Background: an optimization exercise with open tools, aiming at small area and a short achievable clock period. Do not read the settings as production practice.
Function was checked by simulation only, so behaviour that the tests miss may differ from the original.
Power is estimated from default activity; no workload was simulated.

==> run a <==
==> flow/design.v (excerpt) <==
module rv_front_top #(
    parameter int                DWIDTH     = 32,
    parameter int                AWIDTH     = 32,
    parameter logic [AWIDTH-1:0] RESET_PC   = '0,
    parameter int                IMEM_DEPTH = 64
)(
    input  logic                                clk,
    input  logic                                rst_n_i,
    input  logic                                imem_we_i,
    input  logic [$clog2(IMEM_DEPTH)-1:0]       imem_waddr_i,
    input  logic [DWIDTH-1:0]                   imem_wdata_i,
    input  logic                                stall_i,
    input  logic                                redirect_i,
    input  logic [AWIDTH-1:0]                   redirect_target_i,
    input  logic                                wb_en_i,
    input  logic [rv_front_pkg::REG_ADDR_W-1:0] wb_rd_i,
    input  logic [DWIDTH-1:0]                   wb_data_i,
    output logic [AWIDTH-1:0]                   pc_o,
    output logic [DWIDTH-1:0]                   insn_o,
    output logic [6:0]                          opcode_o,
    output logic [rv_front_pkg::REG_ADDR_W-1:0] rd_o,
    output logic [rv_front_pkg::REG_ADDR_W-1:0] rs1_o,
    output logic [rv_front_pkg::REG_ADDR_W-1:0] rs2_o,
  ...
Settings: LEC_CHECK=0, CAP_MARGIN=20, CORE_MARGIN=2, CORE_UTILIZATION=50, CTS_CLUSTER_DIAMETER=60, CTS_CLUSTER_SIZE=16, SETUP_SLACK_MARGIN=3.6, SLEW_MARGIN=20, SYNTH_HIERARCHICAL=1, SYNTH_MINIMUM_KEEP_SIZE=0, BUFFER_PORTS_ARGS=-buffer_cell sky130_fd_sc_hd__buf_4; clock period 8.5 ns.
standard.sh (not shown) runs the stock make flow with config.mk's settings and CLKGATE_MAP_FILE= SYNTH_SCRIPT=/design/flow/synth_recipe.tcl, a recipe that flattens the netlist after the stock synthesis.
==> flow/flow/run.sh <==
#!/bin/bash
# Layout flow: the standard flow (standard.sh), with the port buffers
# that global placement inserts made plain buf_4 cells instead of the
# default pick, so the sizing repair can resize them. Every port still
# gets its buffer.
set -euo pipefail
cat >> config.mk <<'EOC'
export BUFFER_PORTS_ARGS = -buffer_cell sky130_fd_sc_hd__buf_4
EOC
bash standard.sh > standard_flow.log 2>&1
==> run b (differences from run a) <==
--- a/flow/design.v
+++ b/flow/design.v
@@ -123,41 +123,53 @@
     assign y   = hit ? wb_data : rd;
 endmodule
 module rvf_mux2 (
     input  logic a, b, s,
     output logic y
 );
     assign y = s ? b : a;
 endmodule
+module rvf_and3 (
+    input  logic a, b, c,
+    output logic y
+);
+    assign y = a & b & c;
+endmodule
+module rvf_mux2i (
+    input  logic a, b, s,
+    output logic y
+);
+    assign y = ~(s ? b : a);
+endmodule
 module rvf_xor2 (
     input  logic a, b,
     output logic y
 );
     assign y = a ^ b;
 endmodule
 module rvf_byp8n (
     input  logic [4:0] wb_rd,
     input  logic [4:0] rs,
     input  logic       act_n,
-    input  logic [7:0] wb_data,
+    input  logic [7:0] wb_data_n,   
     input  logic [7:0] rd_n,
     output logic [7:0] y
 );
     logic [4:0] dif;
     logic [1:0] same;
     logic       hit_n;
     for (genvar i = 0; i < 5; i++) begin : g_x
         rvf_xor2 u_x (.a(wb_rd[i]), .b(rs[i]), .y(dif[i]));
     end
     rvf_nor3  u_s0 (.a(dif[0]), .b(dif[1]), .c(dif[2]), .y(same[0]));
     rvf_nor3  u_s1 (.a(dif[3]), .b(dif[4]), .c(act_n), .y(same[1]));
     rvf_nand2 u_h  (.a(same[0]), .b(same[1]), .y(hit_n));
     for (genvar i = 0; i < 8; i++) begin : g_m
-        rvf_mux2 u_m (.a(wb_data[i]), .b(~rd_n[i]), .s(hit_n), .y(y[i]));
+        rvf_mux2i u_m (.a(wb_data_n[i]), .b(rd_n[i]), .s(hit_n), .y(y[i]));
     end
 endmodule
 module rv_front_top #(
     parameter int                DWIDTH     = 32,
     parameter int                AWIDTH     = 32,
     parameter logic [AWIDTH-1:0] RESET_PC   = '0,
     parameter int                IMEM_DEPTH = 64
 )(
@@ -361,43 +373,57 @@
     always_ff @(posedge clk) begin
         if (!rst_n_i) valid_q <= '0;
         else          valid_q <= valid_q | wb_sel;
     end
     logic [NREG-1:1]   valid_next;
     logic [NREG-1:1]   sel1_next, sel2_next;
     logic [NREG-1:1]   sel1_q, sel2_q;
     assign valid_next = rst_n_i ? (valid_q | wb_sel) : '0;
+    logic [3:0] lo1, lo2;    
+    logic [7:0] hi1, hi2;    
     always_comb begin
-        for (int i = 1; i < NREG; i++) begin
-            sel1_next[i] = (insn_next[19:15] == RA_W'(i)) && !no_rs1_n && valid_next[i];
-            sel2_next[i] = (insn_next[24:20] == RA_W'(i)) && !no_rs2_n && valid_next[i];
+        for (int j = 0; j < 4; j++) begin
+            lo1[j] = (insn_next[16:15] == 2'(j));
+            lo2[j] = (insn_next[21:20] == 2'(j));
         end
+        for (int j = 0; j < 8; j++) begin
+            hi1[j] = (insn_next[19:17] == 3'(j)) && !no_rs1_n;
+            hi2[j] = (insn_next[24:22] == 3'(j)) && !no_rs2_n;
+        end
+    end
+    for (genvar i = 1; i < NREG; i++) begin : g_sel
+        rvf_and3 u_s1 (.a(lo1[i % 4]), .b(hi1[i / 4]), .c(valid_next[i]),
+                       .y(sel1_next[i]));
+        rvf_and3 u_s2 (.a(lo2[i % 4]), .b(hi2[i / 4]), .c(valid_next[i]),
+                       .y(sel2_next[i]));
     end
     always_ff @(posedge clk) begin
         sel1_q <= sel1_next;
         sel2_q <= sel2_next;
     end
     logic [DWIDTH-1:0] rd1_n, rd2_n;    
     logic              act1_n, act2_n;    
     for (genvar b = 0; b < DWIDTH; b++) begin : g_rf
         logic [NREG-1:1] col;
         for (genvar i = 1; i < NREG; i++) begin : g_col
             assign col[i] = regs_q[i][b];
         end
         rvf_sel31n u_sel1 (.s(sel1_q), .d(col), .y_n(rd1_n[b]));
         rvf_sel31n u_sel2 (.s(sel2_q), .d(col), .y_n(rd2_n[b]));
     end
+    logic [DWIDTH-1:0] wb_data_n;
+    assign wb_data_n = ~wb_data_i;
     assign act1_n = !(wb_en_i && rs1_nz_q);
     assign act2_n = !(wb_en_i && rs2_nz_q);
     for (genvar k = 0; k < DWIDTH / 8; k++) begin : g_byp
         rvf_byp8n u_byp1 (
             .wb_rd (wb_rd_i), .rs (rs1_q), .act_n (act1_n),
-            .wb_data (wb_data_i[8*k +: 8]), .rd_n (rd1_n[8*k +: 8]),
+            .wb_data_n (wb_data_n[8*k +: 8]), .rd_n (rd1_n[8*k +: 8]),
             .y (rs1_data_o[8*k +: 8])
         );
         rvf_byp8n u_byp2 (
             .wb_rd (wb_rd_i), .rs (rs2_q), .act_n (act2_n),
-            .wb_data (wb_data_i[8*k +: 8]), .rd_n (rd2_n[8*k +: 8]),
+            .wb_data_n (wb_data_n[8*k +: 8]), .rd_n (rd2_n[8*k +: 8]),
             .y (rs2_data_o[8*k +: 8])
         );
     end
 endmodule
Settings changed: CORE_UTILIZATION 50 to 58, CTS_CLUSTER_DIAMETER 60 to 75, CTS_CLUSTER_SIZE 16 to 22, SETUP_SLACK_MARGIN 3.6 to 3.8.
==> run c (differences from run a) <==
--- a/flow/design.v
+++ b/flow/design.v
@@ -123,41 +123,38 @@
     assign y   = hit ? wb_data : rd;
 endmodule
 module rvf_mux2 (
     input  logic a, b, s,
     output logic y
 );
     assign y = s ? b : a;
 endmodule
-module rvf_xor2 (
-    input  logic a, b,
-    output logic y
+module rvf_hit (
+    input  logic [4:0] wb_rd,
+    input  logic [4:0] rs,
+    input  logic       wb_act,
+    output logic       hit
 );
-    assign y = a ^ b;
+    logic [4:0] eq;
+    assign eq  = ~(wb_rd ^ rs);
+    assign hit = &{eq, wb_act};
 endmodule
 module rvf_byp8n (
     input  logic [4:0] wb_rd,
     input  logic [4:0] rs,
-    input  logic       act_n,
+    input  logic       wb_act,
     input  logic [7:0] wb_data,
     input  logic [7:0] rd_n,
     output logic [7:0] y
 );
-    logic [4:0] dif;
-    logic [1:0] same;
-    logic       hit_n;
-    for (genvar i = 0; i < 5; i++) begin : g_x
-        rvf_xor2 u_x (.a(wb_rd[i]), .b(rs[i]), .y(dif[i]));
-    end
-    rvf_nor3  u_s0 (.a(dif[0]), .b(dif[1]), .c(dif[2]), .y(same[0]));
-    rvf_nor3  u_s1 (.a(dif[3]), .b(dif[4]), .c(act_n), .y(same[1]));
-    rvf_nand2 u_h  (.a(same[0]), .b(same[1]), .y(hit_n));
+    logic hit;
+    rvf_hit u_hit (.wb_rd(wb_rd), .rs(rs), .wb_act(wb_act), .hit(hit));
     for (genvar i = 0; i < 8; i++) begin : g_m
-        rvf_mux2 u_m (.a(wb_data[i]), .b(~rd_n[i]), .s(hit_n), .y(y[i]));
+        rvf_mux2 u_m (.a(~rd_n[i]), .b(wb_data[i]), .s(hit), .y(y[i]));
     end
 endmodule
 module rv_front_top #(
     parameter int                DWIDTH     = 32,
     parameter int                AWIDTH     = 32,
     parameter logic [AWIDTH-1:0] RESET_PC   = '0,
     parameter int                IMEM_DEPTH = 64
 )(
@@ -372,32 +369,32 @@
             sel2_next[i] = (insn_next[24:20] == RA_W'(i)) && !no_rs2_n && valid_next[i];
         end
     end
     always_ff @(posedge clk) begin
         sel1_q <= sel1_next;
         sel2_q <= sel2_next;
     end
     logic [DWIDTH-1:0] rd1_n, rd2_n;    
-    logic              act1_n, act2_n;    
+    logic              act1, act2;    
     for (genvar b = 0; b < DWIDTH; b++) begin : g_rf
         logic [NREG-1:1] col;
         for (genvar i = 1; i < NREG; i++) begin : g_col
             assign col[i] = regs_q[i][b];
         end
         rvf_sel31n u_sel1 (.s(sel1_q), .d(col), .y_n(rd1_n[b]));
         rvf_sel31n u_sel2 (.s(sel2_q), .d(col), .y_n(rd2_n[b]));
     end
-    assign act1_n = !(wb_en_i && rs1_nz_q);
-    assign act2_n = !(wb_en_i && rs2_nz_q);
+    assign act1 = wb_en_i && rs1_nz_q;
+    assign act2 = wb_en_i && rs2_nz_q;
     for (genvar k = 0; k < DWIDTH / 8; k++) begin : g_byp
         rvf_byp8n u_byp1 (
-            .wb_rd (wb_rd_i), .rs (rs1_q), .act_n (act1_n),
+            .wb_rd (wb_rd_i), .rs (rs1_q), .wb_act (act1),
             .wb_data (wb_data_i[8*k +: 8]), .rd_n (rd1_n[8*k +: 8]),
             .y (rs1_data_o[8*k +: 8])
         );
         rvf_byp8n u_byp2 (
-            .wb_rd (wb_rd_i), .rs (rs2_q), .act_n (act2_n),
+            .wb_rd (wb_rd_i), .rs (rs2_q), .wb_act (act2),
             .wb_data (wb_data_i[8*k +: 8]), .rd_n (rd2_n[8*k +: 8]),
             .y (rs2_data_o[8*k +: 8])
         );
     end
 endmodule
Settings changed: CTS_CLUSTER_DIAMETER 60 to default, CTS_CLUSTER_SIZE 16 to default.
==> flow_metrics.py <==
metrics = {
    "power": {
        "power_clock_mw": 14.3,
        "comb_power_share_pct": 4.5,
    },
    "critical_path": {
        "rr_startpoint": "pc_q[2]",
        "cp.arrival_ns": 6.30,
    },
    "die": {
        "taps": 3167,
    },
    "status": {
        "status": "timing/DRC/antenna clean",
    },
    "final_layout": {
        "multi_input_area_share_pct": 18.16,
        "area_growth_pct": 20.94,
    },
}
-- figures above: run c

==> flow_metrics.py <==
metrics = {
    "status": {
        "status": "timing/DRC/antenna clean",
    },
    "detailed_routing": {
        "drc": 0,
    },
    "synth": {
        "synthTopCellsByArea": "edfxtp_1, a222oi_1, dfxtp_1",
    },
    "final_layout": {
        "area_growth_pct": 17.74,
        "layout_commonest_cell": "edfxtp_1",
        "fillers": 17680,
        "multi_input_area_share_pct": 18.63,
        "layout_common_cells": "edfxtp_1, a222oi_1, buf_4",
    },
    "critical_path": {
        "end_kind": "flop",
        "rr_startpoint": "pc_q[2]",
        "cp.arrival_ns": 6.05,
    },
    "power": {
        "comb_power_share_pct": 5.1,
        "power_clock_mw": 10.3,
    },
    "place": {
        "placed_cell_area_mm2": 0.1284,
    },
    "die": {
        "taps": 3167,
    },
}
-- figures above: run a

==> flow_metrics.py <==
metrics = {
    "critical_path": {
        "startpoint": "redirect_target_i[7]",
        "rr_startpoint": "pc_q[7]",
        "slowest_stage": "nor3_4",
        "cp.arrival_ns": 5.76,
    },
    "grt": {
        "use_met3_pct": 9.770,
    },
    "final_layout": {
        "area_growth_pct": 15.26,
        "multi_input_area_share_pct": 19.02,
        "buffers": 774,
    },
    "synth": {
        "synth_fa_ha_area_share_pct": 0.04214,
    },
    "worst_hold_path": {
        "hp-start": "valid_q[13]",
    },
    "status": {
        "status": "timing/DRC/antenna clean",
    },
    "detailed_routing": {
        "ant_nets": 0,
        "wl_per_cell_um": 42.59,
    },
    "power": {
        "power_clock_mw": 8.84,
    },
    "sta": {
        "finClkSkew_ns": 0.02907,
    },
}
-- figures above: run b


---

==> job 2443 <==
rv_front_top, a different RTL version from the one above (not shown whole).
export LEC_CHECK = 0
export CAP_MARGIN = 20
export CORE_MARGIN = 2
export CORE_UTILIZATION = 50
export CTS_CLUSTER_DIAMETER = 75
export CTS_CLUSTER_SIZE = 22
export SETUP_SLACK_MARGIN = 3.6
export SLEW_MARGIN = 20
export SYNTH_HIERARCHICAL = 1
export SYNTH_MINIMUM_KEEP_SIZE = 0
export BUFFER_PORTS_ARGS = -buffer_cell sky130_fd_sc_hd__buf_4
create_clock -name core_clock -period 8.5 [get_ports {clk}]
Scripts as last shown in full above: flow/flow/run.sh
==> job 4628 (differences from job 2443) <==
--- a/flow/design.v
+++ b/flow/design.v
@@ -96,80 +96,37 @@
     input  logic b, b_d,
     input  logic c, c_d,
     input  logic w,
     output logic y
 );
     assign y = ((a & a_d) | (b & b_d) | (c & c_d)) & ~w;
 endmodule
-module rvf_rsel_r (
-    input  logic r,
-    input  logic a, a_d,
-    input  logic b, b_d,
-    input  logic c, c_d,
-    input  logic w,
-    output logic y
-);
-    assign y = (r | (a & a_d) | (b & b_d) | (c & c_d)) & ~w;
-endmodule
 module rvf_byp8 (
     input  logic [4:0] wb_rd,
     input  logic [4:0] rs,
     input  logic       wb_act,      
     input  logic [7:0] wb_data,
     input  logic [7:0] rd,
     output logic [7:0] y
 );
     logic hit;
     assign hit = wb_act && (wb_rd == rs);
     assign y   = hit ? wb_data : rd;
 endmodule
-module rvf_mux2 (
-    input  logic a, b, s,
-    output logic y
-);
-    assign y = s ? b : a;
-endmodule
-module rvf_and4 (
-    input  logic a, b, c, d,
-    output logic y
-);
-    assign y = a & b & c & d;
-endmodule
-module rvf_mux2i (
-    input  logic a, b, s,
-    output logic y
-);
-    assign y = ~(s ? b : a);
-endmodule
-module rvf_xor2 (
-    input  logic a, b,
-    output logic y
-);
-    assign y = a ^ b;
-endmodule
 module rvf_byp8n (
     input  logic [4:0] wb_rd,
     input  logic [4:0] rs,
-    input  logic       act_n,
-    input  logic [7:0] wb_data_n,   
+    input  logic       wb_act,      
+    input  logic [7:0] wb_data,
     input  logic [7:0] rd_n,
     output logic [7:0] y
 );
-    logic [4:0] dif;
-    logic [1:0] same;
-    logic       hit_n;
-    for (genvar i = 0; i < 5; i++) begin : g_x
-        rvf_xor2 u_x (.a(wb_rd[i]), .b(rs[i]), .y(dif[i]));
-    end
-    rvf_nor3  u_s0 (.a(dif[0]), .b(dif[1]), .c(dif[2]), .y(same[0]));
-    rvf_nor3  u_s1 (.a(dif[3]), .b(dif[4]), .c(act_n), .y(same[1]));
-    rvf_nand2 u_h  (.a(same[0]), .b(same[1]), .y(hit_n));
-    for (genvar i = 0; i < 8; i++) begin : g_m
-        rvf_mux2i u_m (.a(wb_data_n[i]), .b(rd_n[i]), .s(hit_n), .y(y[i]));
-    end
+    logic hit;
+    assign hit = wb_act && (wb_rd == rs);
+    assign y   = hit ? wb_data : ~rd_n;
 endmodule
 module rv_front_top #(
     parameter int                DWIDTH     = 32,
     parameter int                AWIDTH     = 32,
     parameter logic [AWIDTH-1:0] RESET_PC   = '0,
     parameter int                IMEM_DEPTH = 64
 )(
@@ -201,16 +158,14 @@
     localparam int NREG  = rv_front_pkg::REG_COUNT;
     localparam int RA_W  = rv_front_pkg::REG_ADDR_W;
     logic [AWIDTH-1:0]                  pc_q;
     logic [IMEM_DEPTH-1:0][DWIDTH-1:0]  mem_q;      
     logic [DWIDTH-1:0]                  insn_q;     
     logic [RA_W-1:0]                    rs1_q;      
     logic [RA_W-1:0]                    rs2_q;      
-    logic                               rs1_nz_q;   
-    logic                               rs2_nz_q;   
     logic [NREG-1:1][DWIDTH-1:0]        regs_q;     
     logic [NREG-1:1]                    valid_q;    
     logic [AWIDTH-1:0] pc_next;
     always_comb begin
         if (!rst_n_i)        pc_next = RESET_PC;
         else if (redirect_i) pc_next = redirect_target_i;
         else if (stall_i)    pc_next = pc_q;
@@ -238,22 +193,17 @@
             dec_cur[i] = (cur_idx == IDX_W'(i));
             wsel[i]    = imem_we_i && (imem_waddr_i == IDX_W'(i));
         end
         dec_inc = {dec_cur[IMEM_DEPTH-2:0], dec_cur[IMEM_DEPTH-1]};
     end
     for (genvar i = 0; i < IMEM_DEPTH; i++) begin : g_rsel
         if (i == RST_IDX) begin : g_r
-            rvf_rsel_r u_rsel (
-                .r (c_rst),
-                .a (c_tgt), .a_d (dec_tgt[i]),
-                .b (c_cur), .b_d (dec_cur[i]),
-                .c (c_inc), .c_d (dec_inc[i]),
-                .w (wsel[i]),
-                .y (rsel[i])
-            );
+            assign rsel[i] = ((c_rst) || (c_tgt && dec_tgt[i]) ||
+                              (c_cur && dec_cur[i]) || (c_inc && dec_inc[i])) &&
+                             !wsel[i];
         end else begin : g_n
             rvf_rsel u_rsel (
                 .a (c_tgt), .a_d (dec_tgt[i]),
                 .b (c_cur), .b_d (dec_cur[i]),
                 .c (c_inc), .c_d (dec_inc[i]),
                 .w (wsel[i]),
                 .y (rsel[i])
@@ -298,16 +248,14 @@
         rs1_next = no_rs1_n ? '0 : insn_next[19:15];
         rs2_next = no_rs2_n ? '0 : insn_next[24:20];
     end
     always_ff @(posedge clk) begin
         insn_q   <= insn_next;
         rs1_q    <= rs1_next;
         rs2_q    <= rs2_next;
-        rs1_nz_q <= (rs1_next != '0);
-        rs2_nz_q <= (rs2_next != '0);
     end
     logic is_op_n, is_opimm_n, is_load_n, is_jalr_n, is_store_n;
     logic is_branch_n, is_lui_n, is_auipc_n, is_jal_n, is_other_n;
     logic shift_n;
     always_comb begin
         is_op_n     = (op_n == rv_front_pkg::OPCODE_RTYPE);
         is_opimm_n  = (op_n == rv_front_pkg::OPCODE_ITYPE);
@@ -374,56 +322,41 @@
         if (!rst_n_i) valid_q <= '0;
         else          valid_q <= valid_q | wb_sel;
     end
     logic [NREG-1:1]   valid_next;
     logic [NREG-1:1]   sel1_next, sel2_next;
     logic [NREG-1:1]   sel1_q, sel2_q;
     assign valid_next = rst_n_i ? (valid_q | wb_sel) : '0;
-    logic [3:0] lo1, lo2;    
-    logic [7:0] hi1, hi2;    
     always_comb begin
-        for (int j = 0; j < 4; j++) begin
-            lo1[j] = (insn_next[16:15] == 2'(j));
-            lo2[j] = (insn_next[21:20] == 2'(j));
-        end
-        for (int j = 0; j < 8; j++) begin
-            hi1[j] = (insn_next[19:17] == 3'(j));
-            hi2[j] = (insn_next[24:22] == 3'(j));
+        for (int i = 1; i < NREG; i++) begin
+            sel1_next[i] = (insn_next[19:15] == RA_W'(i)) && !no_rs1_n && valid_next[i];
+            sel2_next[i] = (insn_next[24:20] == RA_W'(i)) && !no_rs2_n && valid_next[i];
         end
     end
-    for (genvar i = 1; i < NREG; i++) begin : g_sel
-        rvf_and4 u_s1 (.a(lo1[i % 4]), .b(hi1[i / 4]), .c(!no_rs1_n),
-                       .d(valid_next[i]), .y(sel1_next[i]));
-        rvf_and4 u_s2 (.a(lo2[i % 4]), .b(hi2[i / 4]), .c(!no_rs2_n),
-                       .d(valid_next[i]), .y(sel2_next[i]));
-    end
     always_ff @(posedge clk) begin
         sel1_q <= sel1_next;
         sel2_q <= sel2_next;
     end
     logic [DWIDTH-1:0] rd1_n, rd2_n;    
-    logic              act1_n, act2_n;    
+    logic              wb_act;
     for (genvar b = 0; b < DWIDTH; b++) begin : g_rf
         logic [NREG-1:1] col;
         for (genvar i = 1; i < NREG; i++) begin : g_col
             assign col[i] = regs_q[i][b];
         end
         rvf_sel31n u_sel1 (.s(sel1_q), .d(col), .y_n(rd1_n[b]));
         rvf_sel31n u_sel2 (.s(sel2_q), .d(col), .y_n(rd2_n[b]));
     end
-    logic [DWIDTH-1:0] wb_data_n;
-    assign wb_data_n = ~wb_data_i;
-    assign act1_n = !(wb_en_i && rs1_nz_q);
-    assign act2_n = !(wb_en_i && rs2_nz_q);
+    assign wb_act = wb_en_i && (wb_rd_i != '0);
     for (genvar k = 0; k < DWIDTH / 8; k++) begin : g_byp
         rvf_byp8n u_byp1 (
-            .wb_rd (wb_rd_i), .rs (rs1_q), .act_n (act1_n),
-            .wb_data_n (wb_data_n[8*k +: 8]), .rd_n (rd1_n[8*k +: 8]),
+            .wb_rd (wb_rd_i), .rs (rs1_q), .wb_act (wb_act),
+            .wb_data (wb_data_i[8*k +: 8]), .rd_n (rd1_n[8*k +: 8]),
             .y (rs1_data_o[8*k +: 8])
         );
         rvf_byp8n u_byp2 (
-            .wb_rd (wb_rd_i), .rs (rs2_q), .act_n (act2_n),
-            .wb_data_n (wb_data_n[8*k +: 8]), .rd_n (rd2_n[8*k +: 8]),
+            .wb_rd (wb_rd_i), .rs (rs2_q), .wb_act (wb_act),
+            .wb_data (wb_data_i[8*k +: 8]), .rd_n (rd2_n[8*k +: 8]),
             .y (rs2_data_o[8*k +: 8])
         );
     end
 endmodule
==> flow/config.mk (replaced) <==
export PLATFORM = sky130hd
export DESIGN_NAME = rv_front_top
export DESIGN_NICKNAME = rv_front_top
export VERILOG_FILES = /design/flow/design.v
export SDC_FILE = /design/flow/constraint.sdc
export NUM_CORES = 4
export LEC_CHECK = 0
export CAP_MARGIN = 20
export CORE_MARGIN = 2
export CORE_UTILIZATION = 50
export SETUP_SLACK_MARGIN = 3.0
export SLEW_MARGIN = 20
export SYNTH_HIERARCHICAL = 1
export SYNTH_MINIMUM_KEEP_SIZE = 0
export BUFFER_PORTS_ARGS = -buffer_cell sky130_fd_sc_hd__buf_4
==> summary.txt <==
Between job 2443 and job 4628, the lower global-route usage is in job 4628 (gap 0.93 points).
Of job 2443 and job 4628, job 4628 has the higher utilization (gap 0.82 points).
Of job 4628 and job 2443, job 2443 has the higher worst setup slack (gap 500 ps).
Between job 4628 and job 2443, the lower routed wire length is in job 4628 (gap 3.8%, measured against job 2443).
Between job 4628 and job 2443, the lower first-iteration DRC count is in job 4628 (gap 6.0%, measured against job 2443).
Register-to-register slack: job 4628 is lower than job 2443 (390 ps).
Sequential power is about the same in job 4628 and job 2443.
Between job 2443 and job 4628, the lower maximum frequency is in job 4628 (gap 9.9%, measured against job 4628).
Of job 2443 and job 4628, job 2443 has the higher critical path depth (gap 1).

[re-timing with driven ports]
How much do the figures lean on ideal ports? The routed layouts below were timed once more, with nothing changed but the port constraints.
Step 1, drivers: a clkbuf_16 drives clk and a buf_2 each remaining input, both assumed.
Step 2 moves the port delays by t, midway between the first and last clock arrival at a register: inputs arrive t later, outputs are due t later. That takes back most of the time a late clock gives input paths.
Slacks: ideal / step 1 / step 2; pairs: ideal / step 1.
run	t (ns)	setup WS [ns]	worst hold slack (ns)	worst data-port slew with drivers (ns)
run a	0.980	3.265 / 3.129 / 2.149	0.506 / 0.506 / 0.506	0.53
run b	0.956	3.506 / 3.527 / 2.571	0.512 / 0.512 / 0.512	0.29
run c	1.042	3.035 / 2.890 / 1.848	0.518 / 0.518 / 0.518	0.43
job 2443	0.955	3.424 / 3.325 / 2.371	0.512 / 0.512 / 0.512	0.25
job 4628	1.028	2.920 / 2.971 / 1.942	0.548 / 0.548 / 0.548	0.25
After both steps every run listed still meets setup and hold. The setup slack of run c, which loses most, moves by -0.145 ns with the drivers and by -1.187 ns with both steps.
